What follows belongs to an exercise in optimizing a design on an open flow for small area, a short achievable clock period and few clock cycles; a production flow would make more cautious choices. Power and IR drop assume default switching activity.

Design tsp_top, start of the top module:
module tsp_top #(
	parameter int coord_bits = tsp_pkg::coord_bits_default,
	parameter int node_addr_bits = tsp_pkg::node_addr_bits_default
) (
	input  wire                                clk,
	input  wire                                rst,
	input  wire  [7:0]                         specdata,
	input  wire                                has_specdata,
	output logic                               ready_to_read,
	output logic [coord_bits+node_addr_bits:0] tour_length,
	output logic                               tour_valid
);
Size in the first run: roughly 660 cells after synthesis, about 180 flip-flops.
export LEC_CHECK = 0
export CAP_MARGIN = 20
export CORE_MARGIN = 2
export CORE_UTILIZATION = 40
export CTS_BUF_LIST = sky130_fd_sc_hd__clkbuf_4 sky130_fd_sc_hd__clkbuf_8
export CTS_CLUSTER_DIAMETER = 100
export CTS_CLUSTER_SIZE = 40
export SETUP_SLACK_MARGIN = 4.0
export SLEW_MARGIN = 20
create_clock -name core_clock -period 5.0 [get_ports {clk}]
run.sh (not shown) runs the stock make flow with config.mk's settings and CLKGATE_MAP_FILE= SYNTH_SCRIPT=/design/flow/synth_recipe.tcl, a recipe that flattens the netlist after the stock synthesis.
The first run ran to the end with no violations.
Edit:
--- a/flow/config.mk
+++ b/flow/config.mk
@@ -10,6 +10,4 @@
 export CORE_UTILIZATION = 40
 export CTS_BUF_LIST = sky130_fd_sc_hd__clkbuf_4 sky130_fd_sc_hd__clkbuf_8
-export CTS_CLUSTER_DIAMETER = 100
-export CTS_CLUSTER_SIZE = 40
-export SETUP_SLACK_MARGIN = 4.0
+export SETUP_SLACK_MARGIN = 2.3
 export SLEW_MARGIN = 20
Effect: Wire length went down by 17%. Final area shrinks by 15%. Synthesized area is unchanged. Via count goes down by 8.1%. Clock-buffer cell count falls by 2. Total power barely changes.
Edit:
--- a/flow/config.mk
+++ b/flow/config.mk
@@ -10,4 +10,4 @@
 export CORE_UTILIZATION = 40
 export CTS_BUF_LIST = sky130_fd_sc_hd__clkbuf_4 sky130_fd_sc_hd__clkbuf_8
-export SETUP_SLACK_MARGIN = 2.3
+export SETUP_SLACK_MARGIN = 3.0
 export SLEW_MARGIN = 20
The new run passed the timing, DRC and antenna checks; via count grows by a few percent; non-clock buffer count grows by 49; setup slack improved by 0.18 ns; clock-buffer cell count is higher by 3; maximum frequency rose by a little under a tenth; hold slack loses 0.0037 ns; routed wire length climbs by a little under a tenth; clock skew stays flat.
Edit:
--- a/flow/config.mk
+++ b/flow/config.mk
@@ -8,6 +8,7 @@
 export CAP_MARGIN = 20
 export CORE_MARGIN = 2
-export CORE_UTILIZATION = 40
+export CORE_UTILIZATION = 60
 export CTS_BUF_LIST = sky130_fd_sc_hd__clkbuf_4 sky130_fd_sc_hd__clkbuf_8
+export PLACE_DENSITY = 0.8
 export SETUP_SLACK_MARGIN = 3.0
 export SLEW_MARGIN = 20
Result:
- The changed run completed without violations
- hold slack improved by 0.0052 ns
- worst setup slack degrades by 0.023 ns
- wire length rises by 13%
- utilization rises by 24 points
- critical path depth stays the same
- sequential share of layout area increases by 0.11 points
- clock power barely changes
- cell count goes down by 7.3%
- maximum frequency came out lower by 0.94%
- synthesized cell count is unchanged
Edit:
==> flow/config.mk (replaced) <==
export PLATFORM = sky130hd
export DESIGN_NAME = tsp_top
export DESIGN_NICKNAME = tsp_top
export VERILOG_FILES = /design/flow/design.v
export SDC_FILE = /design/flow/constraint.sdc
export NUM_CORES = 4
export LEC_CHECK = 0
export CAP_MARGIN = 20
export CORE_MARGIN = 2
export CORE_UTILIZATION = 40
export SLEW_MARGIN = 20
Result:
- The changed run passed the timing, DRC and antenna checks
- clock-buffer cell count came out higher by 1
- register-to-register slack degrades by 0.56 ns
- final cell count went up by 2.2%
- synthesized area is unchanged
- global-route usage fell by 11 points
- sequential share of layout area grows by 2.1 points
- final area came out lower by 5.1%
- utilization went down by 27 points
Edit:
--- a/flow/config.mk
+++ b/flow/config.mk
@@ -9,3 +9,5 @@
 export CORE_MARGIN = 2
 export CORE_UTILIZATION = 40
+export CTS_BUF_LIST = sky130_fd_sc_hd__clkbuf_4 sky130_fd_sc_hd__clkbuf_8
+export SETUP_SLACK_MARGIN = 2.6
 export SLEW_MARGIN = 20
Worst hold slack gets better by 0.0057 ns.
Final cell count is higher by 1.9%.
Area after synthesis is unchanged.
Non-clock buffer count is higher by 19.
Cell area is higher by 1.5%.
Setup slack gets better by 0.60 ns.
No functional check of the RTL was part of any run of this note.

static timing again, ports no longer ideal:
In the flow no input, the clock included, has a driving cell. The finished layouts below were timed again as built, in two steps. Step 1 (the two cells are an assumption about what drives the block):
set clk [get_ports {clk}]
set_driving_cell -lib_cell sky130_fd_sc_hd__clkbuf_16 $clk
set_driving_cell -lib_cell sky130_fd_sc_hd__buf_2 [delete_from_list [all_inputs] $clk]
Step 2 adds t to the input delays and takes it off the output delays; t is the mean of the earliest and latest rising clock arrival at the registers after step 1. Input paths then give back, and output paths get back, about the clock's delay inside the block. Three values: ideal ports, drivers, drivers and shift; two values: the first two.
run | t (ns) | setup slack, ns | worst slew at a driven data input, ns
the first run | 0.510 | 2.613 / 2.613 / 2.613 | 0.05
the second run | 0.497 | 2.408 / 2.408 / 2.408 | 0.04
the third run | 0.488 | 2.589 / 2.589 / 2.589 | 0.04
the fourth run | 0.498 | 2.566 / 2.566 / 2.566 | 0.03
the fifth run | 0.463 | 2.009 / 2.009 / 2.009 | 0.04
the sixth run | 0.488 | 2.609 / 2.609 / 2.609 | 0.03
After both steps setup and hold are still met in every run listed.
